This design comes from an exercise in tuning for small area on the open sky130 flow, not from production work. The RTL was checked by simulation tests, not by an equivalence proof against the original design. No activity file was given, so power comes from the tool's default toggle rates.

==> onyx <==
// data_mem_responder
module data_mem_responder #(
  parameter int DEPTH       = 64,
  parameter int WAIT_STATES = 2
) (
  input  logic              clk,
  input  logic              reset,
  input  logic              req,
  input  logic              MemWrite,
  input  logic [mips_pkg::WORD_W-1:0] A,
  input  logic [mips_pkg::WORD_W-1:0] WD,
  output logic [mips_pkg::WORD_W-1:0] RD,
  output logic              ready,
  output logic              addr_err
);
export LEC_CHECK = 0
export CAP_MARGIN = 20
export CORE_MARGIN = 2
export CORE_UTILIZATION = 55
export CTS_BUF_LIST = sky130_fd_sc_hd__clkbuf_8
export CTS_CLUSTER_DIAMETER = 50
export CTS_CLUSTER_SIZE = 18
export PLACE_DENSITY = 0.65
export SLEW_MARGIN = 20
export SYNTH_HIERARCHICAL = 1
create_clock -name core_clock -period 6.5 [get_ports {clk}]
standard.sh (not shown) runs the stock make flow with config.mk's settings and CLKGATE_MAP_FILE= SYNTH_SCRIPT=/design/flow/synth_recipe.tcl, a recipe that flattens the netlist after the stock synthesis.
==> flow/flow/run.sh <==
#!/bin/bash
# The standard layout, with two changes: the clock tree is built without
# dummy loads (one level of sink clusters, small buffers above them), and
# the ports are buffered with a small buffer.
set -euo pipefail
cd "$(dirname "$0")/.."
bash standard.sh \
  "CTS_ARGS=-sink_clustering_enable -repair_clock_nets -buf_list sky130_fd_sc_hd__clkbuf_8 -tree_buf sky130_fd_sc_hd__clkbuf_4 -sink_clustering_size 18 -sink_clustering_max_diameter 50 -sink_clustering_levels 1 -dont_use_dummy_load" \
  "BUFFER_PORTS_ARGS=-buffer_cell sky130_fd_sc_hd__buf_1" \
  finish > standard.log 2>&1
==> ember: changes against onyx <==
--- a/flow/design.v
+++ b/flow/design.v
@@ -135,36 +135,25 @@
   always_ff @(posedge clk) begin
     if (idle) begin
       idx_q <= A[IDX_W+1:2];
       mis_q <= (A[1:0] != 2'b00);
       we_q  <= MemWrite;
     end
   end
-  logic [2:0]          clr_q;
-  logic                clearing;
-  logic [PORT_GAP-1:0] vld_ok;
-  assign clearing = (clr_q != 3'(PORT_GAP));
-  always_comb begin
-    for (int r = 0; r < PORT_GAP; r++)
-      vld_ok[r] = !clearing || (3'(r) < clr_q);
-  end
   always_ff @(posedge clk or negedge reset) begin
     if (!reset) begin
-      clr_q <= '0;
-    end else if (clearing) begin
-      clr_q <= clr_q + 3'd1;
-    end
-  end
-  always_ff @(posedge clk) begin
-    for (int p = 0; p < DEPTH; p++) begin
-      if (p % PORT_GAP == 0)
-        vld_q[p] <= (vld_q[(p + DEPTH - 1) % DEPTH] && !clearing) ||
-                    (pend_q && ppos == IDX_W'((p + DEPTH - 1) % DEPTH));
-      else
-        vld_q[p] <= vld_q[(p + DEPTH - 1) % DEPTH];
+      vld_q <= '0;
+    end else begin
+      for (int p = 0; p < DEPTH; p++) begin
+        if (p % PORT_GAP == 0)
+          vld_q[p] <= vld_q[(p + DEPTH - 1) % DEPTH] |
+                      (pend_q && ppos == IDX_W'((p + DEPTH - 1) % DEPTH));
+        else
+          vld_q[p] <= vld_q[(p + DEPTH - 1) % DEPTH];
+      end
     end
   end
   logic [W-1:0] wd_n;
   assign wd_n = ~wd_q;
   for (genvar p = 0; p < DEPTH; p++) begin : g_ring
     if (p % PORT_GAP == 0) begin : g_port
       wire           wr;
@@ -193,15 +182,14 @@
   assign use_wd = idle ? (fwd & ~MemWrite) : ((ph_q == 2'd3) | cap_q | we_q);
   assign rd_on  = !(ph_q == 2'd2 && mis_q);
   always_comb begin
     tap_hit = 1'b0;
     for (int k = 0; k < NTAP; k++) begin
       tap_hit = tap_hit | (rpos == IDX_W'(k * TAP_GAP));
       rsel[k] = rd_on && !use_wd && !stsel && vld_q[k * TAP_GAP] &&
-                vld_ok[(k * TAP_GAP) % PORT_GAP] &&
                 rpos == IDX_W'(k * TAP_GAP);
     end
   end
   assign wsel = rd_on & use_wd;
   localparam int NPL = 12;   
   localparam int NIV = 11;   
   localparam logic [6*(NPL-1)-1:0] PL_TAP =
==> flow/flow/run.sh (replaced) <==
#!/bin/bash
# The standard layout, with two changes: the clock tree is built without
# dummy loads, and the ports are buffered with a small buffer.
set -euo pipefail
cd "$(dirname "$0")/.."
bash standard.sh \
  "CTS_ARGS=-sink_clustering_enable -repair_clock_nets -buf_list sky130_fd_sc_hd__clkbuf_8 -sink_clustering_size 15 -sink_clustering_max_diameter 40 -dont_use_dummy_load" \
  "BUFFER_PORTS_ARGS=-buffer_cell sky130_fd_sc_hd__buf_2" \
  finish > standard.log 2>&1
Settings changed: CORE_UTILIZATION 55 to 50, CTS_CLUSTER_DIAMETER 50 to 40, CTS_CLUSTER_SIZE 18 to 15, PLACE_DENSITY 0.65 to 0.6.
==> flow_summary.toml <==
[run_status]
status = "no timing/DRC/antenna violations"

[global_route]
grt_use_met1_pct = 36.6

[synth]
synth_commonest_cells = "dfxtp_1 (2086), mux2i_1 (513), o22ai_1 (161), a222oi_1 (128), dfrtp_1 (105)"
synth_top_area_share_pct = 75.8
ys_types = 45
synth-simple-area-share_pct = 3.22
ys_seq_area_share_pct = 80.7

[power]
p_comb_share_pct = 9.6
powerDensity_nw_per_um2 = 398

[placement]
place_inst = 5072

[cells_and_area]
drive_gt1_share_pct = 11.6
The numbers above come from ember.

==> flow_summary.toml <==
[synth]
ys_types = 56
ys_seq_area_share_pct = 80.2
synth_commonest_cells = "dfxtp_1 (2150), mux2i_1 (512), o22ai_1 (161), a222oi_1 (128), nor2_1 (88)"
synth-simple-area-share_pct = 3.50

[run_status]
status = "no timing/DRC/antenna violations"

[power]
powerDensity_nw_per_um2 = 391
p_comb_share_pct = 10.4

[global_route]
grt_use_met1_pct = 38.3

[cells_and_area]
drive_gt1_share_pct = 9.36

[placement]
place_inst = 4938
The numbers above come from onyx.


---

==> inputs of run a <==
data_mem_responder, a different RTL version from the one above (not shown whole).
==> module dmr_aoi222, before the edit <==
module dmr_aoi222 (
  input  logic a0, b0, a1, b1, a2, b2,
  output logic y
);
  assign y = ~((a0 & b0) | (a1 & b1) | (a2 & b2));
endmodule
==> module dmr_aoi22, before the edit <==
module dmr_aoi22 (
  input  logic a0, b0, a1, b1,
  output logic y
);
  assign y = ~((a0 & b0) | (a1 & b1));
endmodule
==> module data_mem_responder, before the edit <==
module data_mem_responder #(
  parameter int DEPTH       = 64,
  parameter int WAIT_STATES = 2
) (
  input  logic              clk,
  input  logic              reset,
  input  logic              req,
  input  logic              MemWrite,
  input  logic [mips_pkg::WORD_W-1:0] A,
  input  logic [mips_pkg::WORD_W-1:0] WD,
  output logic [mips_pkg::WORD_W-1:0] RD,
  output logic              ready,
  output logic              addr_err
);
  localparam int IDX_W    = $clog2(DEPTH);
  localparam int W        = mips_pkg::WORD_W;
  localparam int PORT_GAP = 4;
  localparam int TAP_GAP  = 3;
  localparam int NTAP     = (DEPTH + TAP_GAP - 1) / TAP_GAP;
  logic [1:0]       ph_q;
  logic [IDX_W-1:0] rot_q;
  logic [IDX_W-1:0] idx_q;
  logic             mis_q, we_q, pend_q, cap_q;
  logic [W-1:0]     wd_q;
  logic [W-1:0]     rd_q;
  logic [DEPTH-1:0] vld_q;
  logic [W-1:0]     mem_q [DEPTH];
  logic             idle, acc, fwd, use_wd, tap_hit, rd_on, wsel;
  logic [IDX_W-1:0] ridx, rpos, ppos;
  logic [NTAP-1:0]  rsel;
  logic [W-1:0]     net;
  logic             unused;
  assign unused = ^{A[W-1:IDX_W+2]} ^ WAIT_STATES[0];
  assign idle = (ph_q == 2'd0);
  assign acc  = idle & req;
  assign ppos = idx_q + rot_q;
  assign ridx = idle ? A[IDX_W+1:2] : idx_q;
  assign rpos = ridx + rot_q;
  assign fwd  = pend_q & (A[IDX_W+1:2] == idx_q);
  always_ff @(posedge clk or negedge reset) begin
    if (!reset) begin
      ph_q   <= 2'd0;
      rot_q  <= '0;
      pend_q <= 1'b0;
    end else begin
      if (acc || !idle) ph_q <= ph_q + 2'd1;
      rot_q <= rot_q + 1'b1;
      if (acc)
        pend_q <= MemWrite & (A[1:0] == 2'b00);
      else if (ppos[1:0] == 2'(PORT_GAP - 1))
        pend_q <= 1'b0;
    end
  end
  always_ff @(posedge clk) begin
    if (idle) begin
      idx_q <= A[IDX_W+1:2];
      mis_q <= (A[1:0] != 2'b00);
      we_q  <= MemWrite;
    end
  end
  always_ff @(posedge clk or negedge reset) begin
    if (!reset) begin
      vld_q <= '0;
    end else begin
      for (int p = 0; p < DEPTH; p++) begin
        if (p % PORT_GAP == 0)
          vld_q[p] <= vld_q[(p + DEPTH - 1) % DEPTH] |
                      (pend_q && ppos == IDX_W'((p + DEPTH - 1) % DEPTH));
        else
          vld_q[p] <= vld_q[(p + DEPTH - 1) % DEPTH];
      end
    end
  end
  always_ff @(posedge clk) begin
    for (int p = 0; p < DEPTH; p++) begin
      if (p % PORT_GAP == 0 && pend_q && ppos == IDX_W'((p + DEPTH - 1) % DEPTH))
        mem_q[p] <= wd_q;
      else
        mem_q[p] <= mem_q[(p + DEPTH - 1) % DEPTH];
    end
  end
  assign use_wd = idle ? fwd : (cap_q | we_q);
  assign rd_on  = (ph_q != 2'd3) && !(ph_q == 2'd2 && mis_q);
  always_comb begin
    tap_hit = 1'b0;
    for (int k = 0; k < NTAP; k++) begin
      tap_hit = tap_hit | (rpos == IDX_W'(k * TAP_GAP));
      rsel[k] = rd_on && !use_wd && vld_q[k * TAP_GAP] &&
                rpos == IDX_W'(k * TAP_GAP);
    end
  end
  assign wsel = rd_on & use_wd;
  localparam int NG = NTAP / 3;
  localparam int NR = NTAP - 3 * NG;
  for (genvar b = 0; b < W; b++) begin : g_rd
    logic [NG:0] t;
    for (genvar g = 0; g < NG; g++) begin : g_grp
      dmr_aoi222 u_aoi (
        .a0(rsel[3*g]),   .b0(mem_q[3*g*TAP_GAP][b]),
        .a1(rsel[3*g+1]), .b1(mem_q[(3*g+1)*TAP_GAP][b]),
        .a2(rsel[3*g+2]), .b2(mem_q[(3*g+2)*TAP_GAP][b]),
        .y (t[g])
      );
    end
    if (NR == 1) begin : g_last
      dmr_aoi22 u_last (
        .a0(rsel[NTAP-1]), .b0(mem_q[(NTAP-1)*TAP_GAP][b]),
        .a1(wsel),         .b1(wd_q[b]),
        .y (t[NG])
      );
    end else begin : g_last
      dmr_aoi222 u_last (
        .a0(rsel[NTAP-2]), .b0(mem_q[(NTAP-2)*TAP_GAP][b]),
        .a1(rsel[NTAP-1]), .b1(mem_q[(NTAP-1)*TAP_GAP][b]),
        .a2(wsel),         .b2(wd_q[b]),
        .y (t[NG])
      );
    end
    assign net[b] = ~&t;
  end
  always_ff @(posedge clk) begin
    if (idle) begin
      wd_q  <= MemWrite ? WD : net;
      cap_q <= fwd | tap_hit;
    end else if (ph_q == 2'd1) begin
      wd_q  <= net;
      cap_q <= cap_q | tap_hit;
    end
  end
  always_ff @(posedge clk or negedge reset) begin
    if (!reset) begin
      rd_q <= '0;
    end else if (ph_q == 2'd2) begin
      rd_q <= net;
    end
  end
  assign RD       = rd_q;
  assign ready    = (ph_q == 2'd3);
  assign addr_err = ready & mis_q;
endmodule
==> flow/config.mk <==
export PLATFORM = sky130hd
export DESIGN_NAME = data_mem_responder
export DESIGN_NICKNAME = data_mem_responder
export VERILOG_FILES = /design/flow/design.v
export SDC_FILE = /design/flow/constraint.sdc
export NUM_CORES = 4
export LEC_CHECK = 0
export CAP_MARGIN = 20
export CORE_MARGIN = 2
export CORE_UTILIZATION = 50
export CTS_BUF_LIST = sky130_fd_sc_hd__clkbuf_8
export CTS_CLUSTER_DIAMETER = 40
export CTS_CLUSTER_SIZE = 15
export PLACE_DENSITY = 0.6
export SLEW_MARGIN = 20
export SYNTH_HIERARCHICAL = 1
==> flow/constraint.sdc <==
create_clock -name core_clock -period 6.5 [get_ports {clk}]
set_input_delay 1.3000 -clock core_clock [delete_from_list [all_inputs] [get_ports {clk}]]
set_output_delay 1.3000 -clock core_clock [all_outputs]
set_load 0.01 [all_outputs]
==> flow/flow/run.sh <==
#!/bin/bash
# The standard layout, with two changes: the clock tree is built without
# dummy loads, and the ports are buffered with a small buffer.
set -euo pipefail
cd "$(dirname "$0")/.."
bash standard.sh \
  "CTS_ARGS=-sink_clustering_enable -repair_clock_nets -buf_list sky130_fd_sc_hd__clkbuf_8 -sink_clustering_size 15 -sink_clustering_max_diameter 40 -dont_use_dummy_load" \
  "BUFFER_PORTS_ARGS=-buffer_cell sky130_fd_sc_hd__buf_2" \
  finish > standard.log 2>&1
==> run b: changes against run a <==
==> flow/design.v (replaced) <==
package mips_pkg;
  localparam logic [1:0] S_IDLE = 2'd0;
  localparam logic [1:0] S_WAIT = 2'd1;
  localparam logic [1:0] S_RESP = 2'd2;
  localparam int WORD_W = 32;
endpackage
module wait_counter (
  input  logic       clk,
  input  logic       rst_n,
  input  logic       load,
  input  logic [3:0] load_val,
  input  logic       en,
  output logic       done
);
  logic [3:0] cnt_q;
  logic [3:0] cnt_d;
  assign done = (cnt_q == 4'd0);
  always_comb begin
    cnt_d = cnt_q;
    if (load) begin
      cnt_d = load_val;
    end else if (en && !done) begin
      cnt_d = cnt_q - 4'd1;
    end
  end
  always_ff @(posedge clk or negedge rst_n) begin
    if (!rst_n) begin
      cnt_q <= 4'd0;
    end else begin
      cnt_q <= cnt_d;
    end
  end
endmodule
module data_mem_responder #(
  parameter int DEPTH       = 64,
  parameter int WAIT_STATES = 2
) (
  input  logic              clk,
  input  logic              reset,
  input  logic              req,
  input  logic              MemWrite,
  input  logic [mips_pkg::WORD_W-1:0] A,
  input  logic [mips_pkg::WORD_W-1:0] WD,
  output logic [mips_pkg::WORD_W-1:0] RD,
  output logic              ready,
  output logic              addr_err
);
  localparam int IDX_W    = $clog2(DEPTH);
  localparam int W        = mips_pkg::WORD_W;
  localparam int PORT_GAP = 4;
  logic [1:0]       ph_q;
  logic [IDX_W-1:0] rot_q;
  logic [IDX_W-1:0] idx_q;
  logic             mis_q, we_q, pend_q;
  logic [W-1:0]     wd_q;
  logic [W-1:0]     rd_q;
  logic [DEPTH-1:0] vld_q;
  logic [W-1:0]     mem_q [DEPTH];
  logic             idle, acc;
  logic [IDX_W-1:0] pos;
  logic [W-1:0]     rdata;
  logic             unused;
  assign unused = ^{A[W-1:IDX_W+2]} ^ WAIT_STATES[0];
  assign idle = (ph_q == 2'd0);
  assign acc  = idle & req;
  assign pos  = idx_q + rot_q;
  always_ff @(posedge clk or negedge reset) begin
    if (!reset) begin
      ph_q   <= 2'd0;
      rot_q  <= '0;
      pend_q <= 1'b0;
    end else begin
      if (acc || !idle) ph_q <= ph_q + 2'd1;
      rot_q <= rot_q + 1'b1;
      if (acc)
        pend_q <= MemWrite & (A[1:0] == 2'b00);
      else if (pos[1:0] == 2'(PORT_GAP - 1))
        pend_q <= 1'b0;
    end
  end
  always_ff @(posedge clk) begin
    if (idle) begin
      idx_q <= A[IDX_W+1:2];
      mis_q <= (A[1:0] != 2'b00);
      we_q  <= MemWrite;
      wd_q  <= WD;
    end
  end
  always_ff @(posedge clk or negedge reset) begin
    if (!reset) begin
      vld_q <= '0;
    end else begin
      for (int p = 0; p < DEPTH; p++) begin
        if (p % PORT_GAP == 0)
          vld_q[p] <= vld_q[(p + DEPTH - 1) % DEPTH] |
                      (pend_q && pos == IDX_W'((p + DEPTH - 1) % DEPTH));
        else
          vld_q[p] <= vld_q[(p + DEPTH - 1) % DEPTH];
      end
    end
  end
  always_ff @(posedge clk) begin
    for (int p = 0; p < DEPTH; p++) begin
      if (p % PORT_GAP == 0 && pend_q && pos == IDX_W'((p + DEPTH - 1) % DEPTH))
        mem_q[p] <= wd_q;
      else
        mem_q[p] <= mem_q[(p + DEPTH - 1) % DEPTH];
    end
  end
  always_comb begin
    rdata = '0;
    for (int p = 0; p < DEPTH; p++)
      if (vld_q[p] && pos == IDX_W'(p)) rdata = rdata | mem_q[p];
  end
  always_ff @(posedge clk or negedge reset) begin
    if (!reset) begin
      rd_q <= '0;
    end else if (ph_q == 2'd2) begin
      rd_q <= mis_q ? '0 : (we_q ? wd_q : rdata);
    end
  end
  assign RD       = rd_q;
  assign ready    = (ph_q == 2'd3);
  assign addr_err = ready & mis_q;
endmodule
==> flow/run.sh (new file) <==
#!/bin/bash
# synth_recipe.tcl (not shown) runs the flow's synth.tcl, then flattens the netlist and writes it again
# the make line also repeats each setting of config.mk as NAME=value (left out here)
make -C /OpenROAD-flow-scripts/flow DESIGN_CONFIG=/design/flow/config.mk WORK_HOME=/design/flow/orfs CLKGATE_MAP_FILE= SYNTH_SCRIPT=/design/flow/synth_recipe.tcl finish
Settings changed: CORE_UTILIZATION 50 to 30, CTS_BUF_LIST sky130_fd_sc_hd__clkbuf_8 to not set, CTS_CLUSTER_DIAMETER 40 to not set, CTS_CLUSTER_SIZE 15 to not set, PLACE_DENSITY 0.6 to not set, SYNTH_HIERARCHICAL 1 to not set.
removed: flow/flow/run.sh
removed: flow/standard.sh
==> comparison <==
Of run a and run b, run a has the higher register-to-register slack (gap 0.63 ns). Against run a, the power of run b is higher by 39%. Between run b and run a, the lower sequential share of layout area is in run b (gap 18 points). In run a the cell area is lower than in run b, by 25%. In run b the synthesized cell count is higher than in run a, by 57%. Sequential power: run a is larger than run b (about 3%). Run b finished with timing, DRC and antenna clean. Run a produced a clean layout. Non-clock buffer count: run b is higher than run a (297). Against run b, the via count of run a is smaller by about 50%.

[what the ideal ports hide]
No port has a modelled driver above. Below, the same layouts with a new extraction and two added sets of constraints. Step 1, drivers: a clkbuf_16 drives clk and a buf_2 each remaining input, both assumed. Step 2 adds t to the input delays and takes it off the output delays; t is the mean of the earliest and latest rising clock arrival at the registers after step 1. Input paths then give back, and output paths get back, about the clock's delay inside the block. Slacks: no drivers / after step 1 / after step 2; pairs: no drivers / after step 1.
run	shift t [ns]	slack for setup (ns)	clock arrival spread, ns
onyx	0.924	1.157 / 1.157 / 0.843	0.116 / 0.117
ember	0.910	1.193 / 1.193 / 1.006	0.100 / 0.100
run a	0.897	1.375 / 1.375 / 0.989	0.078 / 0.078
run b	1.004	0.743 / 0.743 / 0.743	0.080 / 0.080
After both steps setup and hold are still met in every run listed. The setup slack of run a, which loses most, moves by 0.000 ns with the drivers and by -0.386 ns with both steps.
